This design comes from an exercise in tuning for small area, a short achievable clock period and few clock cycles per item on the open sky130 flow, not from production work. Only simulation tests tie the RTL to the original design; equivalence was not proved. Power figures rest on the tool's default switching activity, not on a simulated workload.

## config.mk

```make
export PLATFORM = sky130hd
export DESIGN_NAME = int_float_compare_bitmask_packer
export DESIGN_NICKNAME = int_float_compare_bitmask_packer
export VERILOG_FILES = /design/flow/design.v
export SDC_FILE = /design/flow/constraint.sdc
export NUM_CORES = 4
export LEC_CHECK = 0
export CAP_MARGIN = 20
export CORE_MARGIN = 2
export CORE_UTILIZATION = 40
export SLEW_MARGIN = 20
```

## run.sh

```bash
#!/bin/bash
# synth_recipe.tcl (not shown) runs the flow's synth.tcl, then flattens the netlist and writes it again
# the make line also repeats each setting of config.mk as NAME=value (left out here)
make -C /OpenROAD-flow-scripts/flow DESIGN_CONFIG=/design/flow/config.mk WORK_HOME=/design/flow/orfs CLKGATE_MAP_FILE= SYNTH_SCRIPT=/design/flow/synth_recipe.tcl finish
```

## design.v

```verilog
package ifcb_pkg;
   localparam logic [1:0] OP_EQ = 2'd0;
   localparam logic [1:0] OP_LT = 2'd1;
   localparam logic [1:0] OP_GT = 2'd2;
   localparam logic [1:0] REG_WIDTH = 2'd0;
   localparam logic [1:0] REG_ORDER = 2'd1;
   localparam logic [1:0] REG_OP    = 2'd2;
   localparam logic [1:0] W8  = 2'd0;
   localparam logic [1:0] W16 = 2'd1;
   localparam logic [1:0] W32 = 2'd2;
   localparam logic [1:0] W64 = 2'd3;
   typedef struct packed {
      logic [1:0] width_code;
      logic       int_on_left;
      logic [1:0] op;
   } cfg_type;
   typedef struct packed {
      logic hit;
      logic last;
   } bit_type;
endpackage
module ifcb_cmp (
   input  logic [63:0]      int_elem,
   input  logic [63:0]      float_bits,
   input  ifcb_pkg::cfg_type cfg,
   output logic             hit
);
   logic [63:0] sx;
   logic        sgn;
   logic [63:0] mag;
   logic [5:0]  p;
   logic [63:0] norm;
   logic [53:0] keep;
   logic        rnd;
   logic        sticky;
   logic [10:0] iexp;
   logic [51:0] ifrac;
   logic        izero;
   logic        fnan;
   logic        a_lt_b;
   logic        a_eq_b;
   logic        lt;
   logic        eq;
   logic [63:0] ib;
   logic        fsgn;
   logic [62:0] fmag;
   logic        fzero;
   always_comb begin
      unique case (cfg.width_code)
         ifcb_pkg::W8:      sx = {{56{int_elem[7]}}, int_elem[7:0]};
         ifcb_pkg::W16:     sx = {{48{int_elem[15]}}, int_elem[15:0]};
         ifcb_pkg::W32:     sx = {{32{int_elem[31]}}, int_elem[31:0]};
         default: sx = int_elem;
      endcase
   end
   always_comb begin
      sgn  = sx[63];
      mag  = sgn ? (64'd0 - sx) : sx;
      p    = 6'd0;
      for (int i = 0; i < 64; i++) begin
         if (mag[i]) p = 6'(i);
      end
      norm   = mag << (6'd63 - p);
      sticky = |norm[9:0];
      rnd    = norm[10] && (sticky || norm[11]);
      keep   = {1'b0, norm[63:11]} + 54'(rnd);
      izero  = (mag == 64'd0);
      if (keep[53]) begin
         iexp  = 11'(p) + 11'd1024;
         ifrac = keep[52:1];
      end else begin
         iexp  = 11'(p) + 11'd1023;
         ifrac = keep[51:0];
      end
      ib = izero ? 64'd0 : {sgn, iexp, ifrac};
   end
   always_comb begin
      fsgn  = float_bits[63];
      fmag  = float_bits[62:0];
      fnan  = (float_bits[62:52] == 11'h7ff) && (float_bits[51:0] != 52'd0);
      fzero = (fmag == 63'd0);
      eq = (izero && fzero) || (ib == float_bits);
      if (izero && fzero)
         lt = 1'b0;
      else if (ib[63] != fsgn)
         lt = ib[63];
      else if (ib[63])
         lt = ib[62:0] > fmag;
      else
         lt = ib[62:0] < fmag;
      a_eq_b = eq;
      a_lt_b = cfg.int_on_left ? lt : (!lt && !eq);
      if (fnan)
         hit = 1'b0;
      else begin
         unique case (cfg.op)
            ifcb_pkg::OP_EQ:   hit = a_eq_b;
            ifcb_pkg::OP_LT:   hit = a_lt_b;
            default: hit = !a_lt_b && !a_eq_b;
         endcase
      end
   end
endmodule
module ifcb_pack #(
   parameter int WORD_BITS = 64
) (
   input  logic              clock,
   input  logic              reset,
   input  logic              in_valid,
   input  ifcb_pkg::bit_type in_bit,
   output logic              in_ready,
   output logic              out_valid,
   input  logic              out_ready,
   output logic [63:0]       out_word,
   output logic [6:0]        out_count,
   output logic              out_final
);
   localparam int PW = $clog2(WORD_BITS);
   logic [WORD_BITS-1:0] part_ff, part_in;
   logic [PW-1:0]        pos_ff, pos_in;
   logic                 ov_ff, ov_in;
   logic [63:0]          word_ff, word_in;
   logic [6:0]           cnt_ff, cnt_in;
   logic                 fin_ff, fin_in;
   logic [WORD_BITS-1:0] merged;
   logic                 full;
   logic                 take;
   assign in_ready = !ov_ff || out_ready;
   assign take     = in_valid && in_ready;
   always_comb begin
      merged = part_ff;
      merged[pos_ff] = in_bit.hit;
      full    = (pos_ff == PW'(WORD_BITS - 1));
      part_in = part_ff;
      pos_in  = pos_ff;
      ov_in   = ov_ff && !out_ready;
      word_in = word_ff;
      cnt_in  = cnt_ff;
      fin_in  = fin_ff;
      if (take) begin
         if (full || in_bit.last) begin
            part_in = '0;
            pos_in  = '0;
            ov_in   = 1'b1;
            word_in = 64'(merged);
            cnt_in  = 7'(pos_ff) + 7'd1;
            fin_in  = in_bit.last;
         end else begin
            part_in = merged;
            pos_in  = pos_ff + PW'(1);
         end
      end
   end
   always_ff @(posedge clock) begin
      if (reset) begin
         part_ff <= '0;
         pos_ff  <= '0;
         ov_ff   <= 1'b0;
      end else begin
         part_ff <= part_in;
         pos_ff  <= pos_in;
         ov_ff   <= ov_in;
      end
      word_ff <= word_in;
      cnt_ff  <= cnt_in;
      fin_ff  <= fin_in;
   end
   assign out_valid = ov_ff;
   assign out_word  = word_ff;
   assign out_count = cnt_ff;
   assign out_final = fin_ff;
endmodule
module int_float_compare_bitmask_packer (
   input  logic        clock,
   input  logic        reset,
   input  logic        req_valid,
   output logic        req_ready,
   input  logic [63:0] req_int_elem,
   input  logic [63:0] req_float_bits,
   input  logic        req_last_item,
   output logic        rsp_valid,
   input  logic        rsp_ready,
   output logic [63:0] rsp_mask_word,
   output logic [6:0]  rsp_valid_bits,
   output logic        rsp_final_word,
   input  logic        csr_valid,
   output logic        csr_ready,
   input  logic [1:0]  csr_index,
   input  logic [63:0] csr_data
);
   localparam int WORD_BITS = 64;
   ifcb_pkg::cfg_type     cfg_ff, cfg_in;
   logic        iv_ff, iv_in;
   logic [63:0] int_ff, int_in;
   logic [63:0] flt_ff, flt_in;
   logic        last_ff, last_in;
   logic        hit;
   logic        pk_ready;
   ifcb_pkg::bit_type     pk_bit;
   assign csr_ready = 1'b1;
   always_comb begin
      cfg_in = cfg_ff;
      if (csr_valid) begin
         unique case (csr_index)
            ifcb_pkg::REG_WIDTH: cfg_in.width_code  = csr_data[1:0];
            ifcb_pkg::REG_ORDER: cfg_in.int_on_left = csr_data[0];
            ifcb_pkg::REG_OP:    cfg_in.op          = csr_data[1:0];
            default:   cfg_in = cfg_ff;
         endcase
      end
   end
   assign req_ready = !iv_ff || pk_ready;
   always_comb begin
      iv_in   = iv_ff && !pk_ready;
      int_in  = int_ff;
      flt_in  = flt_ff;
      last_in = last_ff;
      if (req_valid && req_ready) begin
         iv_in   = 1'b1;
         int_in  = req_int_elem;
         flt_in  = req_float_bits;
         last_in = req_last_item;
      end
   end
   always_ff @(posedge clock) begin
      if (reset) begin
         cfg_ff.width_code  <= ifcb_pkg::W64;
         cfg_ff.int_on_left <= 1'b1;
         cfg_ff.op          <= ifcb_pkg::OP_EQ;
         iv_ff  <= 1'b0;
      end else begin
         cfg_ff <= cfg_in;
         iv_ff  <= iv_in;
      end
      int_ff  <= int_in;
      flt_ff  <= flt_in;
      last_ff <= last_in;
   end
   ifcb_cmp u_cmp (
      .int_elem   (int_ff),
      .float_bits (flt_ff),
      .cfg        (cfg_ff),
      .hit        (hit)
   );
   assign pk_bit.hit  = hit;
   assign pk_bit.last = last_ff;
   ifcb_pack #(.WORD_BITS(WORD_BITS)) u_pack (
      .clock     (clock),
      .reset     (reset),
      .in_valid  (iv_ff),
      .in_bit    (pk_bit),
      .in_ready  (pk_ready),
      .out_valid (rsp_valid),
      .out_ready (rsp_ready),
      .out_word  (rsp_mask_word),
      .out_count (rsp_valid_bits),
      .out_final (rsp_final_word)
   );
endmodule
```

## constraint.sdc

```tcl
create_clock -name core_clock -period 13.0 [get_ports {clock}]
set_input_delay 2.6000 -clock core_clock [delete_from_list [all_inputs] [get_ports {clock}]]
set_output_delay 2.6000 -clock core_clock [all_outputs]
set_load 0.01 [all_outputs]
```

==> metrics.md <==
| Metric | Value |
|---|---|
| Synth area leaders | edfxtp_1 25%, o21ai_0 7.2%, dfxtp_1 6.3% |
| #FFs+latches synth | approximately 280 |
| Yosys warns | 3 |
| Multiplexer share of the synthesized area | 0.0423 |
| Core area | about 60000 um2 |
| Crit path kind | flop to flop |
| PD cells | 143 nW/um2 |
| Largest area contributor in the netlist | edfxtp_1 |
| Top-Level Pins | 275 |
| Skew final | approximately 0.008 ns |
| Share of cells above drive strength 1 | 0.162 |
| Total GRT Usage | 0.335 |
| Adder-Cell Fraction of Synth Area | 0.0364 |
| Post-Synthesis Cells | 2992 |
| Setup slack, reg-to-reg | 0.78 ns |
| Tmin final | 12.22 ns |
| Routed WL | 109000 um |
| Drt drc | 0 |
| Ys async rst share | 0 |
| Antenna violations before repair | 2 |
| Slowest-stage cell, CP | a211oi_1 |
| Hold-fix buffers at CTS | 0 |
| Simple-gate area share of the yosys netlist | 0.230 |
| CP Data Required Time | 13.49 ns |
| Status | complete, no violations |
| Max incr delay on CP | 0.95 ns |
| Die height | 251 um |
| Via count | 27044 |
| Post-Synth XOR/XNOR Area | 0.0384 |
| 1st-pass router iterations | 7 |
| Final std cells w/o fill | roughly 4200 |
| Critical Path Sink | u_pack.word_ff[2] |
| R2r startpoint | cfg_ff[3] |
| CP Capture Type | flop |
| Post-DP HPWL | 85900 um |
| Mapped Avg Cell Area | 8.16 um2 |
| Root Driver | clkbuf_16 |
| Part of the cycle the worst path needs | 0.940 |
| Cell mode on critical path | buf_4 |
| Register area share after synthesis | 0.310 |
| Unrepaired setup endpoints after global routing | no |
| Total CTS buffers | 30 |
| Top FF cell, synth | edfxtp_1 |
| Placed Instances | 4158 |
| Mapped Nets | 3263 |
| Drt initial violations | ~3000 |
| Overflow after GRT | 0 |
| Setup TNS | 0 ns |
| Area growth from synthesis to layout | 25.4% |
| Worst Path Arrival | roughly 13 ns |
| # fillers | 5902 |
| Die Area | 63000 um2 |
| Largest net degree at the start of global routing | 66 |
| Core Rows | 90 |
| Wire per inst | 25.9 um |
| Post-synthesis compound-gate area fraction | 0.290 |
| Largest family of logic cells by synthesized area | compound AO/OA/AOI/OAI gates |
| Startpoint types | flop |
| Post-synthesis cell type count | 126 |
| Clock buffer depth | 3 |
| Initial Utilization | 0.404 |
| Final Hold Vio Count | 0 |
| # nets final | 3682 |
| Max-cap viol count | 0 |
| Worst min-delay path class | flop to flop |
| Die W | 251 um |
| Fmax | 0.0818 GHz |
| Clock latency (worst-skew pair) | 0.62 ns |
| Slew Viols, Final | 0 |
| RD Place Congestion | roughly 1.0 |
| Slew @ Worst Pin | 1.11 ns |
| Vias in the first global route | 25995 |
| Reg clk slew, reported paths | about 0.06 ns |
| Global-route wire length before repair | 163000 um |
| Setup crit start | cfg_ff[3] |
| P_leak | 11.5 nW |
| Port Buf Inserts | between 200 and 250 |
| Maximum VDD drop | 0.000125 V |
| Crit path max fanout | 20 |
| Post-synth top cells | 349 x o21ai_0, 263 x nor2_1, 237 x a21oi_1, 217 x nand2_1, 201 x edfxtp_1 |
| Yosys top cell area share | 0.247 |
| Antenna viol nets, final | 0 |
| EDFF count, synth | roughly 200 |
| CTS tree | built |
| Reg-to-Reg End | u_pack.word_ff[2] |
| R2R cell count | 46 |
| Slew HR | 0.254 |
| Clock H-tree levels | 1 |
| Clock sink count | 278 |
| Count leader, synth | o21ai_0 |
| Setup violators final | 0 |
| Synthesized area | 24400 um2 |
| Drt via density | 6.41 |
[power breakdown]
part	switching, mW	internal, mW
clock	0.379	0.491
sequential	0.0320	0.982
combinational	1.49	1.00
total	1.90	2.48
[layout by cell type, fill, tap and decap left out, drive strengths merged, types with 64 or more instances in the layout]
cell           instances
a21oi                238
buf                  365
clkdlybuf4s50        211
dfxtp                 77
edfxtp               201
ha                    71
inv                   93
nand2                217
nand3                115
nand4                 67
nor2                 267
nor3                 119
nor4                  67
o21ai                365
xnor2                 64
[worst max-delay path: cells and delay by family (launching register included)]
kind	cells	cell delay [ns]
and+or+nand+nor	10	2.17
muxes	1	0.47
buffers and inverters	10	2.12
DFF	1	0.60
AOI/OAI and AO/OA	24	6.36
adders and majority gates	1	0.34
[flip-flops by register name, summed over array words and instances, names as in the netlist]
| name | cells |
|---|---|
| u_pack.part_ff | 64 |
| u_pack.cnt_ff | 7 |
| iv_ff | 1 |
| int_ff | 64 |
| u_pack.pos_ff | 6 |
| last_ff | 1 |
| u_pack.ov_ff | 1 |
| u_pack.word_ff | 64 |
| u_pack.fin_ff | 1 |
| flt_ff | 64 |
| cfg_ff | 5 |
[stage by stage]
stage	hold WS (ns)	utilization	total power [mW]	worst slack [ns]	cell area (um2)
after floorplan	0.425	-	2.38	2.78	24400
after global placement	0.434	0.489	3.43	0.657	29500
after detailed placement	0.449	0.489	3.44	0.572	29500
after CTS	0.457	0.506	4.32	0.539	30500
after global routing	0.482	0.507	4.58	0.0907	30600
final	0.457	0.507	4.38	0.778	30600
[cell families after synthesis]
logic type      after synthesis
fa+ha+maj                    71
xor+xnor                    107
flops                       278
mux                          89
simple gates               1076
buf+inv                     283
other cells                   1
compound gates             1087
[timing repair]
| action | in CTS | in global routing |
|---|---|---|
| gates resized for setup | 0 | 11 |
| setup endpoints to repair | 0 | 128 |
| hold endpoints to repair | 0 | 0 |
| buffers inserted | 0 | 2 |
[worst min-delay path by stage]
stage | start | end | slack [ns] | cells after the start
2_1_floorplan | u_pack.part_ff[32] | u_pack.part_ff[32] | 0.43 | 2
3_3_place_gp | u_pack.part_ff[32] | u_pack.part_ff[32] | 0.43 | 2
3_5_place_dp | u_pack.part_ff[12] | u_pack.part_ff[12] | 0.45 | 2
4_1_cts | u_pack.part_ff[12] | u_pack.part_ff[12] | 0.46 | 2
5_1_grt | u_pack.part_ff[12] | u_pack.part_ff[12] | 0.48 | 2
6_report | u_pack.part_ff[12] | u_pack.part_ff[12] | 0.46 | 2
[area by class of cell]
type / count / area [um2] / area share
Multi-Input combinational cell: 2432 / 15700 / 0.513
Sequential cell: 278 / 7580 / 0.248
Clock buffer: 37 / 787 / 0.0257
Inverter: 93 / 349 / 0.0114
Clock inverter: 19 / 204 / 0.00666
Tap cell: 782 / 978 / 0.0320
Timing Repair Buffer: 576 / 5010 / 0.164
Antenna cell: 1 / 2.50 / 0.0000818
[layer usage]
| metal | GRT usage | wire length, um |
|---|---|---|
| met4 | 0.121 | 4410 |
| met2 | 0.538 | 49300 |
| met5 | 0 | 11 |
| met1 | 0.441 | 45800 |
| met3 | 0.0753 | 9770 |
Testbench counts, summed over its fixed seeds: cycles 16,332, items 16,012.

## afterwards: timing with drivers on the ports
How much do the figures lean on ideal ports? The routed layout below was timed once more, with nothing changed but the port constraints. Step 1 (the two cells are an assumption about what drives the block):
set clk [get_ports {clock}]
set_driving_cell -lib_cell sky130_fd_sc_hd__clkbuf_16 $clk
set_driving_cell -lib_cell sky130_fd_sc_hd__buf_2 [delete_from_list [all_inputs] $clk]
Step 2 moves the port delays by t, midway between the first and last clock arrival at a register: inputs arrive t later, outputs are due t later. That takes back most of the time a late clock gives input paths. Three values: ideal, step 1, step 2; two values: the first two.
t (ns): 0.679
setup slack, ns: 0.778 / 0.778 / 0.778
cell pins on the clock port's net: 1
After both steps this run still meets setup and hold. For this run, drivers alone change the setup slack by 0.000 ns; drivers and shift together by 0.000 ns.
